Background: an optimization exercise with open tools, aiming at small area, a short achievable clock period and few clock cycles. Do not read the settings as production practice. Function was not checked in any run shown here: the RTL went through the layout flow alone. Power and IR drop assume default switching activity.

==> design/flow/design.v <==
package buffet_pkg;
    localparam int DATA_W = 32;
    localparam int ADDR_W = 4;
    localparam int DEPTH = 16;
    localparam int SB_DEPTH = 4;
    typedef logic [DATA_W-1:0] data_t;
    typedef logic [ADDR_W-1:0] idx_t;
    typedef logic [ADDR_W:0] count_t;
    typedef struct packed {
        idx_t offset;
        logic will_update;
        logic is_shrink;
    } read_req_t;
    typedef struct packed {
        logic en;
        idx_t idx;
        data_t data;
    } wr_port_t;
    typedef enum logic {
        RD_IDLE,
        RD_WAIT
    } rd_state_e;
endpackage
`timescale 1ns/1ps
module buffet_window (
    input  logic                clk,
    input  logic                nreset_i,
    input  logic                push_valid_i,
    input  logic                credit_req_i,
    input  logic                shrink_i,
    input  buffet_pkg::idx_t    shrink_amount_i,
    output buffet_pkg::count_t  head_o,
    output buffet_pkg::count_t  tail_o,
    output buffet_pkg::count_t  tail1_o,
    output buffet_pkg::count_t  occ_o,
    output buffet_pkg::count_t  occ1_o,
    output logic                credit_valid_o,
    output buffet_pkg::count_t  credit_o
);
    buffet_pkg::count_t head_q;
    buffet_pkg::count_t tail_q;
    buffet_pkg::count_t tail1_q;
    buffet_pkg::count_t occ_q;
    buffet_pkg::count_t occ1_q;
    buffet_pkg::count_t amt;
    assign amt = shrink_i ? buffet_pkg::count_t'(shrink_amount_i) : '0;
    always_ff @(posedge clk or negedge nreset_i) begin
        if (!nreset_i) begin
            head_q <= '0;
            tail_q <= '0;
            tail1_q <= 5'd1;
            occ_q <= '0;
            occ1_q <= 5'd1;
        end else begin
            if (push_valid_i) begin
                tail_q <= tail1_q;
                tail1_q <= tail1_q + 1'b1;
                occ_q <= occ1_q - amt;
                occ1_q <= occ1_q + 1'b1 - amt;
            end else begin
                occ_q <= occ_q - amt;
                occ1_q <= occ1_q - amt;
            end
            if (shrink_i) begin
                head_q <= head_q + buffet_pkg::count_t'(shrink_amount_i);
            end
        end
    end
    assign head_o = head_q;
    assign tail_o = tail_q;
    assign tail1_o = tail1_q;
    assign occ_o = occ_q;
    assign occ1_o = occ1_q;
    always_ff @(posedge clk or negedge nreset_i) begin
        if (!nreset_i) begin
            credit_valid_o <= 1'b0;
        end else begin
            credit_valid_o <= credit_req_i;
        end
    end
    always_ff @(posedge clk) begin
        credit_o <= buffet_pkg::count_t'(buffet_pkg::DEPTH) - occ_q;
    end
endmodule
`timescale 1ns/1ps
module buffet_update_tracker (
    input  logic                 clk,
    input  logic                 nreset_i,
    input  logic                 update_valid_i,
    input  buffet_pkg::idx_t     update_offset_i,
    input  buffet_pkg::data_t    update_data_i,
    input  buffet_pkg::idx_t     head_i,
    input  buffet_pkg::wr_port_t push_wr_i,
    input  logic                 alloc_i,
    input  buffet_pkg::idx_t     alloc_idx_i,
    output logic [1:0]           wu_v_o,
    output buffet_pkg::idx_t     wu_idx0_o,
    output buffet_pkg::idx_t     wu_idx1_o,
    output logic [1:0]           wu_next_o,
    output logic [1:0]           wu_sel_o,
    output logic [1:0]           wu_retire_o,
    output logic                 wu_room_o,
    output logic [buffet_pkg::DEPTH-1:0] ram_wr_row_o,
    output buffet_pkg::data_t    ram_wr_data_o
);
    logic [1:0] v_q;
    logic [1:0] arr_q;
    logic old_q;
    buffet_pkg::idx_t idx_q [2];
    buffet_pkg::data_t data_q [2];
    buffet_pkg::idx_t upd_idx;
    logic [1:0] nxt;
    logic [1:0] wait_upd;
    logic [1:0] arrive;
    logic [1:0] sel;
    logic [1:0] wr;
    logic [1:0] drop;
    logic [1:0] retire;
    logic [1:0] take;
    logic sel1_q;
    logic [1:0] arr_d;
    assign upd_idx = head_i + update_offset_i;
    assign nxt[0] = !v_q[0];
    assign nxt[1] = v_q[0] && !v_q[1];
    assign take = alloc_i ? nxt : 2'b00;
    assign wait_upd = v_q & ~arr_q;
    assign arrive[0] = update_valid_i && wait_upd[0] && !(wait_upd[1] && old_q);
    assign arrive[1] = update_valid_i && wait_upd[1] && !(wait_upd[0] && !old_q);
    assign sel[0] = arr_q[0];
    assign sel[1] = sel1_q;
    assign wr = push_wr_i.en ? 2'b00 : sel;
    always_comb begin
        for (int k = 0; k < 2; k++) begin
            drop[k] = arr_q[k] && push_wr_i.en && (idx_q[k] == push_wr_i.idx);
        end
    end
    assign retire = wr | drop;
    assign arr_d = (arr_q & ~retire) | arrive;
    always_ff @(posedge clk or negedge nreset_i) begin
        if (!nreset_i) begin
            v_q <= '0;
            arr_q <= '0;
            sel1_q <= 1'b0;
            old_q <= 1'b0;
        end else begin
            v_q <= (v_q & ~retire) | take;
            arr_q <= arr_d;
            sel1_q <= arr_d[1] && !arr_d[0];
            if (take[0]) begin
                old_q <= v_q[1] && !retire[1];
            end else if (take[1]) begin
                old_q <= !(v_q[0] && !retire[0]);
            end
        end
    end
    always_ff @(posedge clk) begin
        for (int k = 0; k < 2; k++) begin
            if (!v_q[k]) begin
                idx_q[k] <= alloc_idx_i;
            end else if (arrive[k]) begin
                idx_q[k] <= upd_idx;
            end
            if (arrive[k]) begin
                data_q[k] <= update_data_i;
            end
        end
    end
    assign wu_v_o = v_q;
    assign wu_idx0_o = idx_q[0];
    assign wu_idx1_o = idx_q[1];
    assign wu_next_o = nxt;
    assign wu_sel_o = sel;
    assign wu_retire_o = retire;
    assign wu_room_o = !(v_q[0] && v_q[1]);
    logic [buffet_pkg::DEPTH-1:0] push_row;
    logic [buffet_pkg::DEPTH-1:0] row0;
    logic [buffet_pkg::DEPTH-1:0] row1;
    always_comb begin
        for (int r = 0; r < buffet_pkg::DEPTH; r++) begin
            push_row[r] = (push_wr_i.idx == buffet_pkg::idx_t'(r));
            row0[r] = (idx_q[0] == buffet_pkg::idx_t'(r));
            row1[r] = (idx_q[1] == buffet_pkg::idx_t'(r));
            if (push_wr_i.en) begin
                ram_wr_row_o[r] = push_row[r];
            end else begin
                ram_wr_row_o[r] = (arr_q[0] && row0[r]) || (sel1_q && row1[r]);
            end
        end
    end
    assign ram_wr_data_o = push_wr_i.en ? push_wr_i.data : (sel1_q ? data_q[1] : data_q[0]);
endmodule
`timescale 1ns/1ps
module buffet_read_ctrl #(
    parameter int QD = 3
) (
    input  logic                  clk,
    input  logic                  nreset_i,
    input  logic                  read_valid_i,
    input  buffet_pkg::read_req_t read_req_i,
    input  logic                  read_data_ready_i,
    input  buffet_pkg::count_t    head_i,
    input  buffet_pkg::count_t    tail1_i,
    input  buffet_pkg::count_t    occ_i,
    input  buffet_pkg::count_t    occ1_i,
    input  logic                  push_valid_i,
    input  logic [1:0]            wu_v_i,
    input  buffet_pkg::idx_t      wu_idx0_i,
    input  buffet_pkg::idx_t      wu_idx1_i,
    input  logic [1:0]            wu_next_i,
    input  logic [1:0]            wu_sel_i,
    input  logic [1:0]            wu_retire_i,
    input  logic                  wu_room_i,
    input  buffet_pkg::data_t     ram_wr_data_i,
    output logic                  read_ready_o,
    output logic                  shrink_o,
    output buffet_pkg::idx_t      shrink_amount_o,
    output logic                  alloc_o,
    output buffet_pkg::idx_t      ram_rd_idx_o,
    output logic [buffet_pkg::DEPTH-1:0] ram_rd_sel_o,
    input  buffet_pkg::data_t     ram_rd_data_i,
    output logic                  read_data_valid_o,
    output buffet_pkg::data_t     read_data_o
);
    localparam int AW = buffet_pkg::ADDR_W;
    logic [QD-1:0][AW:0] q_pos_q;
    logic [QD-1:0] q_wu_q;
    logic [QD-1:0] q_pd_q;
    logic [QD-1:0] q_nx_q;
    logic [QD-1:0] q_b0_q;
    logic [QD-1:0] q_b1_q;
    logic [QD-1:0] q_v_q;
    logic ready_q;
    logic [buffet_pkg::DEPTH-1:0] rd_oh_q;
    logic [AW:0] pos0_d;
    logic byp;
    logic accept;
    logic enq;
    logic issue;
    logic byp_push;
    logic byp_upd;
    logic unblocked;
    logic [QD:0][AW:0] e_pos;
    logic [QD:0] e_wu;
    logic [QD:0] e_pd;
    logic [QD:0] e_nx;
    logic [QD:0] e_b0_held;
    logic [QD:0] e_b1_held;
    logic [QD:0] e_b0_gone;
    logic [QD:0] e_b1_gone;
    logic [QD:0] valid_ext;
    logic [QD-1:0] valid_prev;
    logic [QD-1:0][AW:0] pos_a;
    logic [QD-1:0][AW:0] pos_b;
    logic [QD-1:0] wu_a, wu_b, pd_a, pd_b, nx_a, nx_b, b0_a, b0_b, b1_a, b1_b;
    logic [QD-1:0] v_a;
    logic [QD-1:0] v_b;
    buffet_pkg::count_t off;
    buffet_pkg::idx_t rel_wu0;
    buffet_pkg::idx_t rel_wu1;
    buffet_pkg::idx_t rel_pos0;
    logic [1:0] take;
    assign read_ready_o = ready_q;
    assign accept = read_valid_i && ready_q;
    assign enq = accept && !read_req_i.is_shrink;
    assign shrink_o = accept && read_req_i.is_shrink;
    assign shrink_amount_o = read_req_i.offset;
    assign byp_push = push_valid_i && q_nx_q[0];
    assign byp_upd = !push_valid_i &&
                     ((q_b0_q[0] && wu_sel_i[0]) || (q_b1_q[0] && wu_sel_i[1]));
    assign unblocked = !(q_b0_q[0] || q_b1_q[0]) || byp_upd;
    assign issue = q_v_q[0] && (q_pd_q[0] || byp_push) && unblocked &&
                   read_data_ready_i && (!q_wu_q[0] || wu_room_i);
    assign alloc_o = issue && q_wu_q[0];
    assign ram_rd_idx_o = q_pos_q[0][AW-1:0];
    assign take = q_wu_q[0] ? wu_next_i : 2'b00;
    always_comb begin
        for (int i = 0; i < QD; i++) begin
            e_pos[i] = q_pos_q[i];
            e_wu[i] = q_wu_q[i];
            e_pd[i] = q_pd_q[i] || (push_valid_i && q_nx_q[i]);
            e_nx[i] = push_valid_i ? (q_pos_q[i] == tail1_i) : q_nx_q[i];
            e_b0_held[i] = q_b0_q[i] && !wu_retire_i[0];
            e_b1_held[i] = q_b1_q[i] && !wu_retire_i[1];
            e_b0_gone[i] = e_b0_held[i] ||
                           (take[0] && q_pos_q[0][AW-1:0] == q_pos_q[i][AW-1:0]);
            e_b1_gone[i] = e_b1_held[i] ||
                           (take[1] && q_pos_q[0][AW-1:0] == q_pos_q[i][AW-1:0]);
        end
    end
    assign off = buffet_pkg::count_t'(read_req_i.offset);
    assign rel_wu0 = wu_idx0_i - head_i[AW-1:0];
    assign rel_wu1 = wu_idx1_i - head_i[AW-1:0];
    assign rel_pos0 = q_pos_q[0][AW-1:0] - head_i[AW-1:0];
    always_comb begin
        e_pos[QD] = head_i + off;
        e_wu[QD] = read_req_i.will_update;
        e_pd[QD] = (off < occ_i) || (push_valid_i && off == occ_i);
        e_nx[QD] = push_valid_i ? (off == occ1_i) : (off == occ_i);
        e_b0_held[QD] = wu_v_i[0] && !wu_retire_i[0] && rel_wu0 == read_req_i.offset;
        e_b1_held[QD] = wu_v_i[1] && !wu_retire_i[1] && rel_wu1 == read_req_i.offset;
        e_b0_gone[QD] = e_b0_held[QD] || (take[0] && rel_pos0 == read_req_i.offset);
        e_b1_gone[QD] = e_b1_held[QD] || (take[1] && rel_pos0 == read_req_i.offset);
    end
    assign valid_ext = {1'b0, q_v_q};
    assign valid_prev = {q_v_q[QD-2:0], 1'b1};
    always_comb begin
        for (int i = 0; i < QD; i++) begin
            v_b[i] = q_v_q[i] || (enq && valid_prev[i]);
            pos_b[i] = q_v_q[i] ? e_pos[i] : e_pos[QD];
            wu_b[i] = q_v_q[i] ? e_wu[i] : e_wu[QD];
            pd_b[i] = q_v_q[i] ? e_pd[i] : e_pd[QD];
            nx_b[i] = q_v_q[i] ? e_nx[i] : e_nx[QD];
            b0_b[i] = q_v_q[i] ? e_b0_held[i] : e_b0_held[QD];
            b1_b[i] = q_v_q[i] ? e_b1_held[i] : e_b1_held[QD];
            v_a[i] = valid_ext[i+1] || (enq && q_v_q[i]);
            pos_a[i] = valid_ext[i+1] ? e_pos[i+1] : e_pos[QD];
            wu_a[i] = valid_ext[i+1] ? e_wu[i+1] : e_wu[QD];
            pd_a[i] = valid_ext[i+1] ? e_pd[i+1] : e_pd[QD];
            nx_a[i] = valid_ext[i+1] ? e_nx[i+1] : e_nx[QD];
            b0_a[i] = valid_ext[i+1] ? e_b0_gone[i+1] : e_b0_gone[QD];
            b1_a[i] = valid_ext[i+1] ? e_b1_gone[i+1] : e_b1_gone[QD];
        end
    end
    always_ff @(posedge clk or negedge nreset_i) begin
        if (!nreset_i) begin
            q_v_q <= '0;
            ready_q <= 1'b0;
        end else if (issue) begin
            q_v_q <= v_a;
            ready_q <= !v_a[QD-1];
        end else begin
            q_v_q <= v_b;
            ready_q <= !v_b[QD-1];
        end
    end
    assign pos0_d = issue ? pos_a[0] : pos_b[0];
    always_ff @(posedge clk) begin
        for (int r = 0; r < buffet_pkg::DEPTH; r++) begin
            rd_oh_q[r] <= (pos0_d[AW-1:0] == buffet_pkg::idx_t'(r));
        end
    end
    always_ff @(posedge clk) begin
        if (issue) begin
            q_pos_q <= pos_a;
            q_wu_q <= wu_a;
            q_pd_q <= pd_a;
            q_nx_q <= nx_a;
            q_b0_q <= b0_a;
            q_b1_q <= b1_a;
        end else begin
            q_pos_q <= pos_b;
            q_wu_q <= wu_b;
            q_pd_q <= pd_b;
            q_nx_q <= nx_b;
            q_b0_q <= b0_b;
            q_b1_q <= b1_b;
        end
    end
    always_ff @(posedge clk or negedge nreset_i) begin
        if (!nreset_i) begin
            read_data_valid_o <= 1'b0;
        end else begin
            read_data_valid_o <= issue;
        end
    end
    assign byp = byp_push || byp_upd;
    assign ram_rd_sel_o = byp ? '0 : rd_oh_q;
    always_ff @(posedge clk) begin
        read_data_o <= ram_rd_data_i | (ram_wr_data_i & {buffet_pkg::DATA_W{byp}});
    end
endmodule
`timescale 1ns/1ps
module buffet_data_ram (
    input  logic                 clk,
    input  logic [buffet_pkg::DEPTH-1:0] wr_row_i,
    input  buffet_pkg::data_t    wr_data_i,
    input  logic [buffet_pkg::DEPTH-1:0] rd_sel_i,
    output buffet_pkg::data_t    rd_data_o
);
    logic [buffet_pkg::DEPTH-1:0][buffet_pkg::DATA_W-1:0] mem;
    always_ff @(posedge clk) begin
        for (int r = 0; r < buffet_pkg::DEPTH; r++) begin
            if (wr_row_i[r]) begin
                mem[r] <= wr_data_i;
            end
        end
    end
    always_comb begin
        rd_data_o = '0;
        for (int r = 0; r < buffet_pkg::DEPTH; r++) begin
            rd_data_o = rd_data_o | (mem[r] & {buffet_pkg::DATA_W{rd_sel_i[r]}});
        end
    end
endmodule
`timescale 1ns/1ps
module buffet_top (
    input  logic                  clk,
    input  logic                  nreset_i,
    input  logic                  push_valid_i,
    input  buffet_pkg::data_t     push_data_i,
    input  logic                  credit_req_i,
    output logic                  credit_valid_o,
    output buffet_pkg::count_t    credit_o,
    input  logic                  read_valid_i,
    input  buffet_pkg::read_req_t read_req_i,
    output logic                  read_ready_o,
    output logic                  read_data_valid_o,
    output buffet_pkg::data_t     read_data_o,
    input  logic                  read_data_ready_i,
    input  logic                  update_valid_i,
    input  buffet_pkg::idx_t      update_offset_i,
    input  buffet_pkg::data_t     update_data_i
);
    buffet_pkg::count_t head;
    buffet_pkg::count_t tail;
    buffet_pkg::count_t tail1;
    buffet_pkg::count_t occ;
    buffet_pkg::count_t occ1;
    logic shrink;
    buffet_pkg::idx_t shrink_amount;
    logic alloc;
    logic [1:0] wu_v;
    buffet_pkg::idx_t wu_idx0;
    buffet_pkg::idx_t wu_idx1;
    logic [1:0] wu_next;
    logic [1:0] wu_sel;
    logic [1:0] wu_retire;
    logic wu_room;
    buffet_pkg::idx_t ram_rd_idx;
    logic [buffet_pkg::DEPTH-1:0] ram_rd_sel;
    buffet_pkg::data_t ram_rd_data;
    buffet_pkg::wr_port_t push_wr;
    logic [buffet_pkg::DEPTH-1:0] ram_wr_row;
    buffet_pkg::data_t ram_wr_data;
    buffet_window u_window (
        .clk             (clk),
        .nreset_i        (nreset_i),
        .push_valid_i    (push_valid_i),
        .credit_req_i    (credit_req_i),
        .shrink_i        (shrink),
        .shrink_amount_i (shrink_amount),
        .head_o          (head),
        .tail_o          (tail),
        .tail1_o         (tail1),
        .occ_o           (occ),
        .occ1_o          (occ1),
        .credit_valid_o  (credit_valid_o),
        .credit_o        (credit_o)
    );
    always_comb begin
        push_wr.en = push_valid_i;
        push_wr.idx = tail[buffet_pkg::ADDR_W-1:0];
        push_wr.data = push_data_i;
    end
    buffet_update_tracker u_tracker (
        .clk             (clk),
        .nreset_i        (nreset_i),
        .update_valid_i  (update_valid_i),
        .update_offset_i (update_offset_i),
        .update_data_i   (update_data_i),
        .head_i          (head[buffet_pkg::ADDR_W-1:0]),
        .push_wr_i       (push_wr),
        .alloc_i         (alloc),
        .alloc_idx_i     (ram_rd_idx),
        .wu_v_o          (wu_v),
        .wu_idx0_o       (wu_idx0),
        .wu_idx1_o       (wu_idx1),
        .wu_next_o       (wu_next),
        .wu_sel_o        (wu_sel),
        .wu_retire_o     (wu_retire),
        .wu_room_o       (wu_room),
        .ram_wr_row_o    (ram_wr_row),
        .ram_wr_data_o   (ram_wr_data)
    );
    buffet_read_ctrl u_read_ctrl (
        .clk               (clk),
        .nreset_i          (nreset_i),
        .read_valid_i      (read_valid_i),
        .read_req_i        (read_req_i),
        .read_data_ready_i (read_data_ready_i),
        .head_i            (head),
        .tail1_i           (tail1),
        .occ_i             (occ),
        .occ1_i            (occ1),
        .push_valid_i      (push_valid_i),
        .wu_v_i            (wu_v),
        .wu_idx0_i         (wu_idx0),
        .wu_idx1_i         (wu_idx1),
        .wu_next_i         (wu_next),
        .wu_sel_i          (wu_sel),
        .wu_retire_i       (wu_retire),
        .wu_room_i         (wu_room),
        .ram_wr_data_i     (ram_wr_data),
        .read_ready_o      (read_ready_o),
        .shrink_o          (shrink),
        .shrink_amount_o   (shrink_amount),
        .alloc_o           (alloc),
        .ram_rd_idx_o      (ram_rd_idx),
        .ram_rd_sel_o      (ram_rd_sel),
        .ram_rd_data_i     (ram_rd_data),
        .read_data_valid_o (read_data_valid_o),
        .read_data_o       (read_data_o)
    );
    buffet_data_ram u_ram (
        .clk         (clk),
        .wr_row_i    (ram_wr_row),
        .wr_data_i   (ram_wr_data),
        .rd_sel_i    (ram_rd_sel),
        .rd_data_o   (ram_rd_data)
    );
endmodule
==> design/flow/flow/run.sh <==
#!/bin/bash
# The standard layout, with three changes to how it is made: adders
# are left to ABC as plain gates (no full/half adder cells), sizing may
# change a cell's footprint, and the port buffers are buf_4 cells.
# make's output goes to make.log; each ORFS step keeps its own log under
# orfs/logs
set -euo pipefail
bash standard.sh ADDER_MAP_FILE= MATCH_CELL_FOOTPRINT=0 \
    "BUFFER_PORTS_ARGS=-buffer_cell sky130_fd_sc_hd__buf_4" finish > make.log 2>&1
==> design/flow/standard.sh <==
#!/bin/bash
# synth_recipe.tcl (not shown) runs the flow's synth.tcl, then flattens the netlist and writes it again
# the make line also repeats each setting of config.mk as NAME=value (left out here)
make -C /OpenROAD-flow-scripts/flow DESIGN_CONFIG=/design/flow/config.mk WORK_HOME=/design/flow/orfs CLKGATE_MAP_FILE= SYNTH_SCRIPT=/design/flow/synth_recipe.tcl "${@:-finish}"
==> design/flow/config.mk <==
export PLATFORM = sky130hd
export DESIGN_NAME = buffet_top
export DESIGN_NICKNAME = buffet_top
export VERILOG_FILES = /design/flow/design.v
export SDC_FILE = /design/flow/constraint.sdc
export NUM_CORES = 4
export LEC_CHECK = 0
export ABC_CLOCK_PERIOD_IN_PS = 2100
export CAP_MARGIN = 20
export CORE_MARGIN = 2
export CORE_UTILIZATION = 60
export CTS_CLUSTER_DIAMETER = 80
export CTS_CLUSTER_SIZE = 24
export SETUP_SLACK_MARGIN = 2.35
export SLEW_MARGIN = 20
==> design/flow/constraint.sdc <==
create_clock -name core_clock -period 4.4 [get_ports {clk}]
set_input_delay 0.8800 -clock core_clock [delete_from_list [all_inputs] [get_ports {clk}]]
set_output_delay 0.8800 -clock core_clock [all_outputs]
set_load 0.01 [all_outputs]
==> load_flow_metrics.sql, run 1 <==
INSERT INTO impl_metrics (metric_group, metric, value, unit) VALUES
('synthesis', 'synth-main-ff-cell', 'edfxtp_1', ''),
('route', 'detail_route.vias_per_cell', '6.57', ''),
('synthesis', 'synth.largest_area_cell', 'edfxtp_1', ''),
('route', 'routed_wirelength', '75.1', 'mm'),
('worst_setup_path', 'worst_setup_path_start_kind', 'register', ''),
('route', 'ant_nets_after_route', '0', ''),
('sta', 'final.period_utilization', '51.3', '%'),
('layout', 'n_antenna_cell', '0', ''),
('sta', 'setup_viol', '0', ''),
('synthesis', 'synth_area', '27700', 'sq um'),
('placement', 'weighted_congestion_at_the_end_of_routability_driven_global_placement', '0.860', ''),
('worst_setup_path', 'reg2reg_setup_slack', '2.14', 'ns'),
('synthesis', 'ys_seq_area_share', '72.8', '%'),
('sta', 'maxClockFrequency', '0.443', 'GHz'),
('route', 'detailroute.via_count', '17700', ''),
('worst_setup_path', 'cp.required', '4.93', 'ns'),
('worst_setup_path', 'regToRegEndpoint', 'u_read_ctrl.rd_oh_q[2]', ''),
('global_routing', 'grt_max_degree', '48', ''),
('sta', 'timing.setup.tns', '0', 'ns'),
('route', 'drc_errors', '0', ''),
('route', 'dr.pass1.iters', '6', ''),
('route', 'drt-wirelength-per-cell', '28.0', 'um'),
('sta', 'rsz0062_at_grt', 'yes', ''),
('floorplanning', 'design.core.area', '45500', 'sq um'),
('pwr', 'leakagePower', '11.2', 'nW'),
('synthesis', 'synth_fp_nets', '1961', ''),
('synthesis', 'synth.top_cell.area_share', '63.7', '%'),
('placement', 'portBuffers', '120', ''),
('pwr', 'total_chip_power', '0.0219', 'W'),
('layout', 'final_nets', '2140', ''),
('synthesis', 'synth-edff-count', '587', ''),
('global_routing', 'first_global_vias', '17000', ''),
('global_routing', 'grt_pass1_wl', '108', 'mm'),
('floorplanning', 'total_die_area', '47800', 'sq um'),
('worst_setup_path', 'crit-reg2reg-launch', 'u_window.head_q[0]', ''),
('synthesis', 'ys_ff_latch', '703', ''),
('floorplanning', 'io-pin-count', '121', ''),
('worst_setup_path', 'worstSetupEndpointType', 'register', ''),
('sta', 'worst_tran_pin_value', '1.18', 'ns'),
('layout', 'drive_gt1_share', '24.6', '%'),
('clock_network', 'num_cts_buffers', '37', ''),
('clock_network', 'cts_tree', 'done', ''),
('layout', 'most_frequent_standard_cell_in_the_layout_excluding_fill_and_tap_cells', 'edfxtp_1', ''),
('pwr', 'ir_worst_vdd', '0.600', 'mV'),
('clock_network', 'clockRootBuffer', 'clkbuf_16', ''),
('layout', 'layout.core_utilization', '71.4', '%'),
('global_routing', 'initial_antenna_violation_count', '0', ''),
('worst_setup_path', 'critical_path_peak_fanout', '7', ''),
('global_routing', 'grt.total_usage', '31.0', '%'),
('synthesis', 'post_synth_main_area_contributors', 'edfxtp_1 64%, dfxtp_1 5.8%, a22oi_1 4.6%', ''),
('route', 'drt_first_iter_violations', '2038', ''),
('sta', 'finalCriticalPeriod', '2.26', 'ns'),
('min_path', 'worst_hold_class', 'in2async', ''),
('clock_network', 'insertion_delay', '0.60', 'ns'),
('status', 'status', 'complete, no violations', ''),
('sta', 'final_max_slew_viol_count', '0', ''),
('clock_network', 'worst_setup_hold_path_clk_slew', '0.09', 'ns'),
('layout', 'layout_common_cells', '587 x edfxtp_1, 215 x buf_4, 167 x a22oi_1, 118 x nand2_1, 68 x nand3_1', ''),
('layout', 'flow.area_growth_from_synthesis', '17.4', '%'),
('global_routing', 'gr-total-overflow', '0', ''),
('floorplanning', 'rows', '78', ''),
('pwr', 'power-per-cell-area', '675', 'nW/um^2'),
('worst_setup_path', 'reg2reg_depth', '8', ''),
('synthesis', 'synth.avg_cell_area', '14.7', 'sq um'),
('floorplanning', 'die_y', '219', 'um'),
('synthesis', 'syn-instance-count', '1880', ''),
('sta', 'fin_worst_skew', '0.0344', 'ns'),
('floorplanning', 'die_span_x', '219', 'um'),
('clock_network', 'cts_max_level', '2', ''),
('synthesis', 'synth_warnings', '7', ''),
('flow_run', 'max_cap_viol_count', '0', ''),
('clock_network', 'clock_sinks', '703', ''),
('synthesis', 'synthDistinctLibCells', '76', ''),
('sta', 'slew_limit_headroom', '21.6', '%'),
('worst_setup_path', 'launching_element_of_the_worst_setup_path', 'u_window.head_q[0]', ''),
('worst_setup_path', 'worstSetupPathType', 'reg2reg', ''),
('worst_setup_path', 'data_arrival_time_of_the_critical_path', '2.79', 'ns'),
('synthesis', 'synth_async_sr_flop_share', '5.12', '%'),
('floorplanning', 'floorplan.initialDensity', '60.8', '%'),
('sta', 'final_hold_viol_count', '0', ''),
('clock_network', 'clock_tree.buffer_depth', '3', ''),
('placement', 'detailed_place_hpwl', '40.9', 'mm');
==> logic make-up after synthesis <==
family / count (synthesis) / synth area share (%)
flip-flops: 703 / 72.8
buffers and inverters: 142 / 2.04
AO/OA/AOI/OAI: 478 / 12.8
adder cells (fa/ha/maj): 11 / 0.407
XOR/XNOR: 90 / 2.98
multiplexers: 50 / 1.92
AND/OR/NAND/NOR: 406 / 7.04
==> synth_stat cells, types with 27 or more instances <==
master / instances
a22oi_1: 171
dfxtp_1: 80
nand2b_1: 29
a221oi_1: 62
xnor2_1: 55
nand3_1: 69
nor3_1: 27
a22o_1: 47
clkbuf_1: 84
o21ai_0: 55
nand2_1: 134
dfrtp_1: 34
xor2_1: 31
edfxtp_1: 587
a21oi_1: 41
nor2_1: 67
==> worst max-delay path, cell delays in order, from the launching register on <==
cell,delay (ns)
dfrtp_2,0.48
buf_6,0.13
a22oi_4,0.08
o31ai_4,0.37
xor2_4,0.28
o21ai_2,0.10
a221o_1,0.39
or2_4,0.29
nor2_1,0.10
==> sequential cells by signal, summed over array words and instances (netlist names), 2 cells and up <==
register and count:
u_read_ctrl.q_pos_q 15, u_read_ctrl.rd_oh_q 16, u_read_ctrl.q_pd_q 3, u_tracker.arr_q 2, u_window.tail_q 4, u_read_ctrl.q_nx_q 3
u_window.credit_o 5, u_read_ctrl.q_b0_q 3, u_read_ctrl.q_v_q 3, u_read_ctrl.read_data_o 32, u_window.occ1_q 5, u_read_ctrl.q_b1_q 3
u_window.head_q 5, u_tracker.v_q 2, u_read_ctrl.q_wu_q 3, u_ram.mem 512, u_tracker.idx_q 8, u_window.tail1_q 5
u_tracker.data_q 64, u_window.occ_q 5
==> power breakdown <==
group          switching [W]  internal [W]
registers            0.00135       0.00896
clock network        0.00211       0.00176
logic                0.00438       0.00337
==> stage by stage <==
stage	cells	hold WS (ns)	setup slack, ns	area [sq um]
6_report	2687	0.269	2.14	32500
5_1_grt	2687	0.286	2.06	32500
4_1_cts	2647	0.264	2.22	31800
3_5_place_dp	2526	0.456	0.924	29800
3_3_place_gp	2525	0.453	0.981	29700
2_1_floorplan	1880	0.416	2.01	28300
==> how the worst max path moves through the flow <==
stage | to | slack (ns) | cells past startpoint
floorplan | u_ram.mem[128] | 2.01 | 5
global placement | u_read_ctrl.rd_oh_q[2] | 0.98 | 7
detailed placement | u_read_ctrl.rd_oh_q[6] | 0.92 | 7
CTS | u_read_ctrl.rd_oh_q[6] | 2.22 | 8
global route | u_read_ctrl.q_b0_q[1] | 2.06 | 7
finish | u_read_ctrl.rd_oh_q[2] | 2.14 | 8
==> cell type report <==
cell class | instances | area, sq um
repair inverters | 2 | 18.8
multi-input cells | 1036 | 7900
clock buffers | 60 | 1070
clock inverters | 7 | 100
repair buffers | 256 | 2320
fillers | 3083 | 13000
inverters | 23 | 121
well taps | 600 | 751
flip-flops and latches | 703 | 20200
==> per-layer routing <==
metal	track usage, %	share of wire [%]	vias up	routed length, um
met2	49.9	48	866	36000
met1	44.5	41	8956	30400
met4	8.29	2.7	0	2030
met5	0	0	-	0
met3	4.95	8.8	135	6620
li1	-	-	7699	-
==> repair_timing <==
item	CTS	global route
hold buffers	0	0
gates resized for setup	93	71
gates cloned	2	5
endpoints found under the setup margin	964	530
setup buffers	52	35
pin swaps	21	33
==> run 2, diff against run 1 <==
==> design/flow/config.mk (replaced) <==
export PLATFORM = sky130hd
export DESIGN_NAME = buffet_top
export DESIGN_NICKNAME = buffet_top
export VERILOG_FILES = /design/flow/design.v
export SDC_FILE = /design/flow/constraint.sdc
export NUM_CORES = 4
export LEC_CHECK = 0
export ABC_CLOCK_PERIOD_IN_PS = 2200
export CAP_MARGIN = 20
export CORE_MARGIN = 2
export CORE_UTILIZATION = 65
export CTS_CLUSTER_DIAMETER = 80
export CTS_CLUSTER_SIZE = 24
export SETUP_SLACK_MARGIN = 2.25
export SLEW_MARGIN = 20
==> run 2 against run 1 <==
Cell area shrank 1.6%. Largest cell class unchanged. Maximum frequency shrank 0.22%. Via count grew 0.51%. Wire length shrank 2.0%. Non-clock buffer count is the same. Still clean on timing, DRC and antenna. Clock-buffer cell count shrank 4. Sequential share of layout area grew 0.97 points. Power shrank 1.9%. Critical path depth shrank 1. Clock skew shrank 0.0086 ns. Area after synthesis is the same.
==> load_flow_metrics.sql, run 2 <==
INSERT INTO impl_metrics (metric_group, metric, value, unit) VALUES
('status', 'status', 'complete, no violations', ''),
('route', 'detail_route.vias_per_cell', '6.77', ''),
('floorplanning', 'io-pin-count', '121', ''),
('worst_setup_path', 'cp_num_cells', '7', ''),
('floorplanning', 'rows', '75', ''),
('worst_setup_path', 'launching_element_of_the_worst_setup_path', 'u_tracker.idx_q[1][0]', ''),
('flow_run', 'max_cap_viol_count', '0', ''),
('synthesis', 'synth.largest_area_cell', 'edfxtp_1', ''),
('clock_network', 'worst_setup_hold_path_clk_slew', '0.09', 'ns'),
('worst_setup_path', 'regToRegEndpoint', 'u_read_ctrl.q_b1_q[2]', ''),
('floorplanning', 'total_die_area', '44200', 'sq um'),
('worst_setup_path', 'worst_setup_path_start_kind', 'register', ''),
('route', 'drt-wirelength-per-cell', '28.1', 'um'),
('global_routing', 'grt_pass1_wl', '108', 'mm'),
('route', 'ant_nets_after_route', '0', ''),
('worst_setup_path', 'worstSetupPathType', 'reg2reg', ''),
('layout', 'largest_register_ffs', '512', ''),
('clock_network', 'num_cts_buffers', '37', ''),
('synthesis', 'synth_commonest_cells', '587 x edfxtp_1, 171 x a22oi_1, 134 x nand2_1', ''),
('synthesis', 'synth_warnings', '7', ''),
('worst_setup_path', 'data_arrival_time_of_the_critical_path', '2.73', 'ns'),
('worst_setup_path', 'crit-reg2reg-launch', 'u_tracker.idx_q[1][0]', ''),
('synthesis', 'synth_async_sr_flop_share', '5.12', '%'),
('global_routing', 'gr-total-overflow', '0', ''),
('synthesis', 'synth.top_cell.area_share', '63.7', '%'),
('clock_network', 'cts_max_level', '2', ''),
('synthesis', 'synth-edff-count', '587', ''),
('layout', 'most_frequent_standard_cell_in_the_layout_excluding_fill_and_tap_cells', 'edfxtp_1', ''),
('layout', 'reg.largest.list', 'u_ram.mem x512, u_tracker.data_q x64, u_read_ctrl.read_data_o x32', ''),
('floorplanning', 'die_y', '210', 'um'),
('sta', 'setup_viol', '0', ''),
('global_routing', 'initial_antenna_violation_count', '1', ''),
('sta', 'final_hold_viol_count', '0', ''),
('sta', 'timing.setup.tns', '0', 'ns'),
('min_path', 'worst_hold_class', 'in2async', ''),
('floorplanning', 'design.core.area', '41900', 'sq um'),
('clock_network', 'insertion_delay', '0.59', 'ns'),
('layout', 'flow.area_growth_from_synthesis', '15.5', '%'),
('pwr', 'leakagePower', '11.1', 'nW'),
('synthesis', 'synth-main-ff-cell', 'edfxtp_1', ''),
('clock_network', 'clock_sinks', '703', ''),
('worst_setup_path', 'critical_path_peak_fanout', '8', ''),
('floorplanning', 'floorplan.initialDensity', '65.9', '%'),
('pwr', 'ir_worst_vdd', '0.467', 'mV'),
('synthesis', 'synthDistinctLibCells', '76', ''),
('global_routing', 'grt.total_usage', '33.6', '%'),
('synthesis', 'yosys.cell_count.top_type', 'edfxtp_1', ''),
('clock_network', 'cts_tree', 'done', ''),
('worst_setup_path', 'cp.required', '4.87', 'ns'),
('sta', 'worst_tran_pin_value', '1.18', 'ns'),
('worst_setup_path', 'cp-endpoint', 'u_read_ctrl.q_b1_q[2]', ''),
('floorplanning', 'die_span_x', '210', 'um'),
('sta', 'slew_limit_headroom', '21.2', '%'),
('sta', 'final.period_utilization', '51.4', '%'),
('worst_setup_path', 'reg2reg_setup_slack', '2.14', 'ns'),
('synthesis', 'post_synth_main_area_contributors', 'edfxtp_1 64%, dfxtp_1 5.8%, a22oi_1 4.6%', ''),
('pwr', 'total_chip_power', '0.0215', 'W'),
('layout', 'drive_gt1_share', '22.9', '%'),
('global_routing', 'grt_max_degree', '65', ''),
('route', 'drt_first_iter_violations', '2237', ''),
('placement', 'post-place-cells', '2481', ''),
('global_routing', 'first_global_vias', '17200', ''),
('sta', 'maxClockFrequency', '0.442', 'GHz'),
('synthesis', 'synth_fp_nets', '1961', ''),
('worst_setup_path', 'worstSetupEndpointType', 'register', ''),
('synthesis', 'ys_seq_area_share', '72.8', '%'),
('route', 'dr.pass1.iters', '6', ''),
('sta', 'finalCriticalPeriod', '2.26', 'ns'),
('placement', 'detailed_place_hpwl', '43.6', 'mm'),
('synthesis', 'synth.avg_cell_area', '14.7', 'sq um'),
('synthesis', 'synth_area', '27700', 'sq um'),
('worst_setup_path', 'worst-path-buf-inv', '0', ''),
('route', 'routed_wirelength', '73.6', 'mm'),
('sta', 'final_max_slew_viol_count', '0', ''),
('pwr', 'power-per-cell-area', '673', 'nW/um^2'),
('layout', 'final_nets', '2139', ''),
('route', 'drc_errors', '0', ''),
('placement', 'portBuffers', '120', ''),
('worst_setup_path', 'crit_path_cell_trace', 'nor2b_1 -> maj3_2 -> xnor2_2 -> a211oi_2 -> or2_4 -> nor2_1 -> o31a_1', ''),
('clock_network', 'clock_tree.buffer_depth', '3', ''),
('layout', 'layout_common_cells', '587 x edfxtp_1, 230 x buf_4, 168 x a22oi_1, 119 x nand2_1, 73 x dfxtp_1', ''),
('layout', 'largest-register', 'u_ram.mem', ''),
('route', 'detailroute.via_count', '17700', ''),
('layout', 'n_antenna_cell', '0', ''),
('worst_setup_path', 'critPathSlowestCell', 'edfxtp_1', ''),
('sta', 'rsz0062_at_grt', 'yes', ''),
('worst_setup_path', 'critical_path.max_stage_delay', '0.57', 'ns'),
('clock_network', 'clockRootBuffer', 'clkbuf_16', ''),
('synthesis', 'ys_ff_latch', '703', ''),
('worst_setup_path', 'cpLargestDelayFamily', 'compound AO/OA/AOI/OAI gates', ''),
('synthesis', 'syn-instance-count', '1880', ''),
('layout', 'layout.cells.non_filler', '2623', ''),
('sta', 'fin_worst_skew', '0.0258', 'ns'),
('clock_network', 'ctsHoldBuffers', '0', ''),
('worst_setup_path', 'reg2reg_depth', '7', ''),
('placement', 'weighted_congestion_at_the_end_of_routability_driven_global_placement', '0.905', '');
run 2: logic make-up after synthesis:
family | count (synthesis) | synth area share (%)
muxes | 50 | 1.92
AOI/OAI and AO/OA | 478 | 12.8
buffers and inverters | 142 | 2.04
and+or+nand+nor | 406 | 7.04
DFF | 703 | 72.8
xor gates and xnor gates | 90 | 2.98
adders and majority gates | 11 | 0.407
run 2: routing by layer:
metal | track usage (%) | up-vias | part of all wire [%]
met1 | 48.1 | 8886 | 39
met2 | 54.2 | 1015 | 48
met4 | 10.2 | 0 | 3.2
met5 | 0 | - | 0
li1 | - | 7698 | -
met3 | 5.29 | 147 | 10
run 2: metrics by stage:
stage / utilization, % / area, sq um / hold slack (ns) / worst slack [ns]
floorplan: - / 28200 / 0.416 / 2.01
global placement: 70.8 / 29700 / 0.441 / 1.36
detailed placement: 70.8 / 29700 / 0.446 / 1.29
CTS: 75.2 / 31500 / 0.279 / 2.14
global route: 76.2 / 31900 / 0.287 / 2.09
finish: 76.2 / 31900 / 0.271 / 2.14
run 2: layout make-up:
type | instances | area (sq um)
flip-flops and latches | 703 | 20200
fillers | 2543 | 10000
multi-input cells | 1037 | 7710
repair buffers | 256 | 2140
clock buffers | 56 | 1050
well taps | 539 | 674
inverters | 23 | 116
clock inverters | 9 | 91.3
run 2: worst min path at each step:
stage                                        to  slack, ns  depth (start not counted)
after global placement    u_read_ctrl.q_wu_q[1]       0.44                          2
after global routing          u_window.occ_q[3]       0.29                          1
final                         u_window.occ_q[2]       0.27                          1
after CTS                     u_window.occ_q[3]       0.28                          1
after detailed placement  u_read_ctrl.q_wu_q[2]       0.45                          2
after floorplan           u_read_ctrl.q_wu_q[2]       0.42                          2
run 2: worst reg2reg max path, cell delays in order (launching register included):
cell and delay (ns):
edfxtp_1 0.57, nor2b_1 0.10, maj3_2 0.36, xnor2_2 0.15, a211oi_2 0.44, or2_4 0.22, nor2_1 0.06, o31a_1 0.26
run 2: what timing repair did:
action | in CTS | in global routing
setup endpoints to repair | 858 | 309
setup buffers | 49 | 26
endpoints found under the hold margin | 0 | 0
gates resized for setup | 56 | 56
cloned | 2 | 0
pin swaps | 16 | 6
run 2: report_power, final:
group	leakage, nW	total [W]	internal (W)	switching, W
clock network	0.554	0.00378	0.00171	0.00207
registers	6.65	0.0102	0.00895	0.00128
logic	3.90	0.00749	0.00314	0.00434
total	11.1	0.0215	0.0138	0.00770

separate check: timing with driven ports:
The flow's constraints put no driver on any port. The routed layouts listed below were extracted and timed again, unchanged, in two steps. Step 1: set_driving_cell puts a clkbuf_16 on clk and a buf_2 on each other input, an assumption about the parent block. Step 2 adds t to the input delays and takes it off the output delays; t is the mean of the earliest and latest rising clock arrival at the registers after step 1. Input paths then give back, and output paths get back, about the clock's delay inside the block. Three values: ideal ports, drivers, drivers and shift; two values: the first two.
| run | t (ns) | setup slack, ns | hold WS [ns] | worst setup path after step 2 | clock arrival spread, ns |
|---|---|---|---|---|---|
| run 1 | 0.645 | 2.144 / 2.144 / 1.534 | 0.269 / 0.229 / 0.471 | input to register | 0.035 / 0.035 |
| run 2 | 0.636 | 2.139 / 2.139 / 1.593 | 0.271 / 0.246 / 0.458 | input to register | 0.026 / 0.026 |
After both steps every run listed still meets setup and hold. For run 1, which loses most, drivers alone change the setup slack by 0.000 ns; drivers and shift together by -0.610 ns.
